Source: an optimization exercise on an open RTL-to-GDS flow (aim: small area and a short achievable clock period). Production flows keep margins and buffers that such runs may drop. RTL that was checked went through simulation tests only; none was proved equivalent to the original. Power figures rest on the tool's default switching activity, not on a simulated workload.

## logic_probe_trigger
module logic_probe_trigger #(
    parameter int WIDTH = 128,
    parameter int CNTW  = 16
) (
    input  logic                  clock,
    input  logic                  reset,
    input  logic                  arm,
    input  logic [WIDTH-1:0]      channels,
    input  logic [WIDTH-1:0]      match_mask,
    input  logic [WIDTH-1:0]      match_value,
    input  logic [WIDTH-1:0]      edge_mask,
    input  logic [CNTW-1:0]       occurrences,
    input  logic [CNTW-1:0]       delay,
    input  logic [CNTW-1:0]       sample_div,
    output logic [WIDTH-1:0]      channels_out,
    output logic                  trigger,
    output logic                  sample,
    output logic [1:0]            status
);
Size: ~2100 cells after synthesis, roughly 700 I/O pins.
export LEC_CHECK = 0
export CAP_MARGIN = 20
export CORE_MARGIN = 2
export CORE_UTILIZATION = 72
export CTS_CLUSTER_DIAMETER = 80
export CTS_CLUSTER_SIZE = 30
export SETUP_SLACK_MARGIN = 1.7
export SLEW_MARGIN = 20
export SYNTH_HIERARCHICAL = 1
create_clock -name core_clock -period 3.5 [get_ports {clock}]
standard.sh (not shown) runs the stock make flow with config.mk's settings and CLKGATE_MAP_FILE= SYNTH_SCRIPT=/design/flow/synth_recipe.tcl, a recipe that flattens the netlist after the stock synthesis.
==> flow/flow/run.sh <==
#!/bin/bash
# Standard layout, with plain buffers (buf_1) on the ports instead of the default delay buffers,
# and ABC told that gate outputs drive a light load (so that it does not pick x4 cells for the
# small single-gate modules of the design).
set -euo pipefail
bash standard.sh "BUFFER_PORTS_ARGS=-buffer_cell sky130_fd_sc_hd__buf_1" "ABC_LOAD_IN_FF=1" finish > standard_make.log 2>&1
The baseline produced a clean layout.
Rerun with:
SETUP_SLACK_MARGIN = 1.5   (was 1.7)
=> The changed run completed with no timing, DRC or antenna violations. Clock skew fell by 0.0084 ns. Routed wire length went down by about 7%. Die area stays the same. Design area went down by 4.0%. Count of clock-buffer cells in the layout decreases by 2. Sequential cell count is unchanged. Final cell count falls by about 0.9%. Fmax is lower by 1.5%. Setup slack got worse by 0.029 ns. Power came out lower by about 2.3%. Global-route usage shrinks by 1.2 points.
No run of this note included a check of the RTL's function; only the layout flow was run.

build 40:
Another version of the RTL of logic_probe_trigger (not shown whole).
Size: roughly 1700 cells after synthesis, roughly 690 flip-flops, ~700 I/O pins, ~25000 µm² of cells after synthesis.
Settings: LEC_CHECK=0, CAP_MARGIN=20, CORE_MARGIN=2, CORE_UTILIZATION=40, SLEW_MARGIN=20; clock period 3.5 ns.
run.sh (not shown) runs the stock make flow with config.mk's settings and CLKGATE_MAP_FILE= SYNTH_SCRIPT=/design/flow/synth_recipe.tcl, a recipe that flattens the netlist after the stock synthesis.
Stock flow here: none of the scripts above is used.
Build 40 finished every step from synthesis to the final layout, and the layout passed the timing, DRC and antenna checks.
Changes in build 38 relative to build 40:
- putting ABC_CLOCK_PERIOD_IN_PS at 1800 where nothing was set
- putting TNS_END_PERCENT at 5 where nothing was set
- putting SETUP_SLACK_MARGIN at 1.7 where nothing was set
[summary]
Relative to build 40, relative area of non-clock buffer cells in the final design has gone down in build 38.
Looking only at post-route clock period utilization, and setting everything else aside, the higher value of build 38 and build 40 goes to build 40.
Build 38 consumes more power than build 40 does.
### build 38 -> build 86
- SETUP_SLACK_MARGIN no longer set, was 1.7
- TNS_END_PERCENT no longer set, was 5
- ABC_CLOCK_PERIOD_IN_PS now 1500, was 1800
[summary]
Build 86: smallest hold slack lower than build 38. The arrival time reported for the critical path endpoint of build 86 exceeds that of build 38 by 0.21 ns. The core of build 86 is less densely filled than that of build 38. Build 86 reports its critical-path cell with the highest stage delay as sky130_fd_sc_hd__a2111oi_1 while build 38 reports sky130_fd_sc_hd__nor4_2.

run A:
logic_probe_trigger, a different RTL version from the one above (not shown whole).
Size in the first run: about 730 flip-flops, roughly 700 I/O pins.
## logic_probe_trigger
module logic_probe_trigger #(
    parameter int WIDTH = 128,
    parameter int CNTW  = 16
) (
    input  logic                  clock,
    input  logic                  reset,
    input  logic                  arm,
    input  logic [WIDTH-1:0]      channels,
    input  logic [WIDTH-1:0]      match_mask,
    input  logic [WIDTH-1:0]      match_value,
    input  logic [WIDTH-1:0]      edge_mask,
    input  logic [CNTW-1:0]       occurrences,
    input  logic [CNTW-1:0]       delay,
    input  logic [CNTW-1:0]       sample_div,
    output logic [WIDTH-1:0]      channels_out,
    output logic                  trigger,
    output logic                  sample,
    output logic [1:0]            status
);
Settings: LEC_CHECK=0, CAP_MARGIN=20, CORE_MARGIN=2, CORE_UTILIZATION=70, CTS_CLUSTER_DIAMETER=80, CTS_CLUSTER_SIZE=30, SETUP_SLACK_MARGIN=1.75, SLEW_MARGIN=20, SYNTH_HIERARCHICAL=1; clock period 3.5 ns.
standard.sh (not shown) runs the stock make flow with config.mk's settings and CLKGATE_MAP_FILE= SYNTH_SCRIPT=/design/flow/synth_recipe.tcl, a recipe that flattens the netlist after the stock synthesis.
Scripts as last shown in full above: flow/flow/run.sh
The following lists how run B was set up differently from run A:
--- a/flow/config.mk
+++ b/flow/config.mk
@@ -10 +10 @@
-export CORE_UTILIZATION = 70
+export CORE_UTILIZATION = 72
@@ -13 +13 @@
-export SETUP_SLACK_MARGIN = 1.75
+export SETUP_SLACK_MARGIN = 1.65
==> comparison <==
Total via count in the routed design delta for run B relative to run A: 2.4% lower
| die outline height | lower: run B |
Run B vs. run A: power of the clock network shrank by about 3%, wire length of the first global-routing pass picked up an extra about 1.2%, global-route usage higher, clock network contribution to total cell area has remained practically unchanged.
On sequential power, run B tracks run A almost exactly.
Run B vs run A on part of the power in the clock network: run B is the lower one.
Run B vs run A: non-clock buffer count down by a few percent
Run B vs. run A: largest net degree at the start of global routing went down 57; register fraction of the total cell area picked up an extra 1.6 points.
Changes in run C relative to run B:
--- a/flow/config.mk
+++ b/flow/config.mk
@@ -10 +10 @@
-export CORE_UTILIZATION = 72
+export CORE_UTILIZATION = 80
@@ -13 +13 @@
-export SETUP_SLACK_MARGIN = 1.65
+export SETUP_SLACK_MARGIN = 1.7
@@ -15,0 +16 @@
+export TNS_END_PERCENT = 20
--- outcome ---
Run C | ERROR | I/O pin placement
Run B -> run C: area share of and/or/nand/nor cells after synthesis delta 0, exact match
Run B and run C ended up with nearly the same area after synthesis.
Summary: with run B as the reference, height of the die in run C moved down by a few percent.
#### Input delta (run D over run C)
==> flow/flow/run.sh <==
#!/bin/bash
# Standard layout, with plain buffers (buf_1) on the ports instead of the default delay buffers,
# ABC told that gate outputs drive a light load (so that it does not pick x4 cells for the small
# single-gate modules of the design), and timing repair free to resize cells across footprints.
set -euo pipefail
bash standard.sh "BUFFER_PORTS_ARGS=-buffer_cell sky130_fd_sc_hd__buf_1" "ABC_LOAD_IN_FF=1" "MATCH_CELL_FOOTPRINT=0" finish > standard_make.log 2>&1
--- a/flow/config.mk
+++ b/flow/config.mk
@@ -10 +10 @@
-export CORE_UTILIZATION = 80
+export CORE_UTILIZATION = 72
@@ -14 +14 @@
-export SLEW_MARGIN = 20
+export SLEW_MARGIN = 60
@@ -16 +15,0 @@
-export TNS_END_PERCENT = 20
## What came out
Against run C, run D reports a number of rows in the core area that is higher.
| die span in x | higher: run D |
Comparing run C against run D, there is no change at all in multiplexer fraction of the synthesized cell area.
Taking run C as the reference point, the initial standard-cell utilization of the core of run D falls by 8.7 points.
Compared to run C, run D has chip height 5.3% higher.
Run D: flow completed, timing, DRC and antenna clean
Input-level comparison between run E and run D:
==> flow/flow/run.sh <==
#!/bin/bash
# Standard layout, with plain buffers (buf_1) on the ports instead of the default delay buffers,
# and ABC told that gate outputs drive a light load (so that it does not pick x4 cells for the
# small single-gate modules of the design).
set -euo pipefail
bash standard.sh "BUFFER_PORTS_ARGS=-buffer_cell sky130_fd_sc_hd__buf_1" "ABC_LOAD_IN_FF=1" finish > standard_make.log 2>&1
--- a/flow/config.mk
+++ b/flow/config.mk
@@ -10,3 +10,3 @@
-export CORE_UTILIZATION = 72
-export CTS_CLUSTER_DIAMETER = 80
-export CTS_CLUSTER_SIZE = 30
+export CORE_UTILIZATION = 65
+export CTS_CLUSTER_DIAMETER = 60
+export CTS_CLUSTER_SIZE = 24
@@ -14 +14 @@
-export SLEW_MARGIN = 60
+export SLEW_MARGIN = 20
## What came out
Die extent in x: run E vs run D up about 5%. Final setup slack of the worst path for run E is higher than for run D. Looking only at signal arrival time at the worst endpoint, and setting everything else aside, the lower value of run D and run E goes to run E.

Another version of the RTL of logic_probe_trigger (not shown whole).
Size: roughly 2200 cells after synthesis, ~730 flip-flops, roughly 27000 um2 of cells after synthesis.
Design logic_probe_trigger, start of the top module:
module logic_probe_trigger #(
    parameter int WIDTH = 128,
    parameter int CNTW  = 16
) (
    input  logic                  clock,
    input  logic                  reset,
    input  logic                  arm,
    input  logic [WIDTH-1:0]      channels,
    input  logic [WIDTH-1:0]      match_mask,
    input  logic [WIDTH-1:0]      match_value,
    input  logic [WIDTH-1:0]      edge_mask,
    input  logic [CNTW-1:0]       occurrences,
    input  logic [CNTW-1:0]       delay,
    input  logic [CNTW-1:0]       sample_div,
    output logic [WIDTH-1:0]      channels_out,
    output logic                  trigger,
    output logic                  sample,
    output logic [1:0]            status
);
    localparam logic [1:0] IDLE  = 2'd0;
    localparam logic [1:0] ARMED = 2'd1;
    localparam logic [1:0] DELAY = 2'd2;
    localparam logic [1:0] FIRED = 2'd3;
    localparam int NGRP = WIDTH / 4;
    logic [1:0]       state_q;
    logic [1:0]       stat_q;
    logic             trigger_q;
  ...
clock: 3.5 ns
lec_check: 0
cap_margin: 20
core_margin: 2
core_utilization: 76
cts_cluster_diameter: 80
cts_cluster_size: 30
setup_slack_margin: 1.7
slew_margin: 60
synth_hierarchical: 1
==> flow/flow/run.sh <==
#!/bin/bash
# Standard layout, with plain buffers (buf_1) on the ports instead of the default delay buffers,
# ABC told that gate outputs drive a light load (so that it does not pick x4 cells for the small
# single-gate modules of the design), and timing repair free to resize cells across footprints.
set -euo pipefail
bash standard.sh "BUFFER_PORTS_ARGS=-buffer_cell sky130_fd_sc_hd__buf_1" "ABC_LOAD_IN_FF=1" "MATCH_CELL_FOOTPRINT=0" finish > standard_make.log 2>&1
The first run failed in I/O pin placement (3_2_place_iop) (PPL-0024).
Next try:
CORE_UTILIZATION = 72   (was 76)
SLEW_MARGIN = 80   (was 60)
Outcome: Now the flow completed with no timing, DRC or antenna violations; synthesized area does not change; synthesized cell count does not change.
Next try:
==> flow/flow/run.sh (replaced) <==
#!/bin/bash
# Standard layout, with plain buffers (buf_1) on the ports instead of the default delay buffers,
# and ABC told that gate outputs drive a light load (so that it does not pick x4 cells for the
# small single-gate modules of the design).
set -euo pipefail
bash standard.sh "BUFFER_PORTS_ARGS=-buffer_cell sky130_fd_sc_hd__buf_1" "ABC_LOAD_IN_FF=1" finish > standard_make.log 2>&1
SETUP_SLACK_MARGIN = 1.6   (was 1.7)
SLEW_MARGIN = 20   (was 80)
Power decreases slightly; register-to-register slack gets worse by 0.03 ns; die area does not change; routed wire length falls by a little under a tenth; setup slack gets worse by 0.028 ns; sequential power goes down slightly; via count decreases by a few percent; count of clock-buffer cells in the layout drops by 3; clock skew increases by 0.011 ns.
Next try:
==> flow/flow/run.sh (replaced) <==
#!/bin/bash
# Standard layout, with plain buffers (buf_1) on the ports instead of the default delay buffers,
# ABC told that gate outputs drive a light load (so that it does not pick x4 cells for the small
# single-gate modules of the design), and timing repair free to resize cells across footprints.
set -euo pipefail
bash standard.sh "BUFFER_PORTS_ARGS=-buffer_cell sky130_fd_sc_hd__buf_1" "ABC_LOAD_IN_FF=1" "MATCH_CELL_FOOTPRINT=0" finish > standard_make.log 2>&1
SETUP_SLACK_MARGIN = 1.7   (was 1.6)
What happened: The changed run passed the timing, DRC and antenna checks; global-route usage rises by 0.95 points; utilization rises by 2.8 points; worst setup slack improves by 0.034 ns; power rises by 3.0%; via count rises by about 2%; routed wire length rises by about 4.3%.
Next try:
SLEW_MARGIN = 60   (was 20)
The new run went through all stages and came out clean.
Maximum frequency is about the same.
Global-route usage stays flat.
Power is about the same.
Via count stays flat.
No functional check of the RTL was part of any run of this note.

logic_probe_trigger, a different RTL version from the one above (not shown whole).
For scale: about 2300 cells after synthesis, ~740 flip-flops, ~700 I/O pins, ~27000 sq um of cells after synthesis.
==> flow/design.v (excerpt) <==
module logic_probe_trigger #(
    parameter int WIDTH = 128,
    parameter int CNTW  = 16
) (
    input  logic                  clock,
    input  logic                  reset,
    input  logic                  arm,
    input  logic [WIDTH-1:0]      channels,
    input  logic [WIDTH-1:0]      match_mask,
    input  logic [WIDTH-1:0]      match_value,
    input  logic [WIDTH-1:0]      edge_mask,
    input  logic [CNTW-1:0]       occurrences,
    input  logic [CNTW-1:0]       delay,
    input  logic [CNTW-1:0]       sample_div,
    output logic [WIDTH-1:0]      channels_out,
    output logic                  trigger,
    output logic                  sample,
    output logic [1:0]            status
);
    localparam logic [1:0] IDLE  = 2'd0;
    localparam logic [1:0] ARMED = 2'd1;
    localparam logic [1:0] DELAY = 2'd2;
    localparam logic [1:0] FIRED = 2'd3;
    localparam int NGRP = WIDTH / 4;
    logic [1:0]       state_q;
    logic [1:0]       stat_q;
    logic             trigger_q;
    logic             sample_q;
    logic [WIDTH-1:0] ch_q;
    logic [WIDTH-1:0] chout_q;
    logic [WIDTH-1:0] mask_q;
    logic [WIDTH-1:0] value_q;
    logic [WIDTH-1:0] edge_q;
    logic [NGRP-1:0]  grp_q;
    logic [CNTW-1:0]  occ_cnt_q;
    logic             occ_lz_q;
    logic             dly_lz_q;
    logic             div_lz_q;
    logic             occ_dec_q;
    logic             occ_gt1_q;
    logic             occ_gt2_q;
    logic [CNTW-1:0]  dly_cnt_q;
  ...
clock: 3.5 ns
lec_check: 0
cap_margin: 20
core_margin: 2
core_utilization: 72
cts_cluster_diameter: 80
cts_cluster_size: 30
setup_slack_margin: 1.7
slew_margin: 20
synth_hierarchical: 1
==> flow/flow/run.sh <==
#!/bin/bash
# Standard layout, with plain buffers (buf_1) on the ports instead of the default delay buffers,
# and ABC told that gate outputs drive a light load (so that it does not pick x4 cells for the
# small single-gate modules of the design).
set -euo pipefail
bash standard.sh "BUFFER_PORTS_ARGS=-buffer_cell sky130_fd_sc_hd__buf_1" "ABC_LOAD_IN_FF=1" finish > standard_make.log 2>&1
The baseline completed with no timing, DRC or antenna violations.
Change:
==> flow/flow/run.sh (replaced) <==
#!/bin/bash
# Standard layout, with plain buffers (buf_1) on the ports instead of the default delay buffers,
# ABC told that gate outputs drive a light load (so that it does not pick x4 cells for the small
# single-gate modules of the design), and timing repair free to resize cells across footprints.
set -euo pipefail
bash standard.sh "BUFFER_PORTS_ARGS=-buffer_cell sky130_fd_sc_hd__buf_1" "ABC_LOAD_IN_FF=1" "MATCH_CELL_FOOTPRINT=0" finish > standard_make.log 2>&1
The new run completed without violations.
Non-clock buffer count does not change.
Fmax is lower slightly.
Wire length is higher slightly.
Die area does not change.
Design area hardly moves.
Power hardly moves.
Function was not checked in any run of this note: the RTL went through the layout flow alone.

what the ideal ports hide:
In the flow no input, the clock included, has a driving cell. The finished layouts below were timed again as built, in two steps. Step 1 assumes that a clkbuf_16 drives the clock port and a buf_2 every other input. Step 2 adds t to the input delays and takes it off the output delays; t is the mean of the earliest and latest rising clock arrival at the registers after step 1. Input paths then give back, and output paths get back, about the clock's delay inside the block. a / b / c = no drivers / after step 1 / after step 2; a / b = the first two.
| run | t (ns) | setup WS [ns] | slew at the worst register clock pin (ns) |
|---|---|---|---|
| the first run of note 1 | 0.666 | 1.543 / 1.543 / 0.945 | 0.12 / 0.12 |
| the second run of note 1 | 0.649 | 1.514 / 1.486 / 0.874 | 0.12 / 0.12 |
| build 40 | 0.645 | 0.340 / 0.340 / 0.340 | 0.06 / 0.06 |
| build 38 | 0.663 | 0.604 / 0.604 / 0.604 | 0.07 / 0.07 |
| build 86 | 0.645 | 0.340 / 0.340 / 0.340 | 0.06 / 0.06 |
| run A | 0.663 | 1.547 / 1.402 / 0.739 | 0.12 / 0.12 |
| run B | 0.675 | 1.585 / 1.505 / 0.830 | 0.12 / 0.12 |
| run D | 0.651 | 1.577 / 1.577 / 0.993 | 0.12 / 0.12 |
| run E | 0.643 | 1.615 / 1.542 / 0.899 | 0.09 / 0.09 |
| the second run of note 4 | 0.665 | 1.629 / 1.625 / 1.027 | 0.12 / 0.12 |
| the third run of note 4 | 0.659 | 1.601 / 1.557 / 1.041 | 0.12 / 0.12 |
| the fourth run of note 4 | 0.670 | 1.635 / 1.635 / 0.982 | 0.11 / 0.11 |
| the fifth run of note 4 | 0.671 | 1.634 / 1.635 / 0.980 | 0.11 / 0.11 |
| the first run of note 5 | 0.666 | 1.669 / 1.617 / 1.018 | 0.12 / 0.12 |
| the second run of note 5 | 0.669 | 1.653 / 1.608 / 0.999 | 0.12 / 0.12 |
After both steps every run listed still meets setup and hold. The setup slack of run A, which loses most, moves by -0.145 ns with the drivers and by -0.808 ns with both steps.
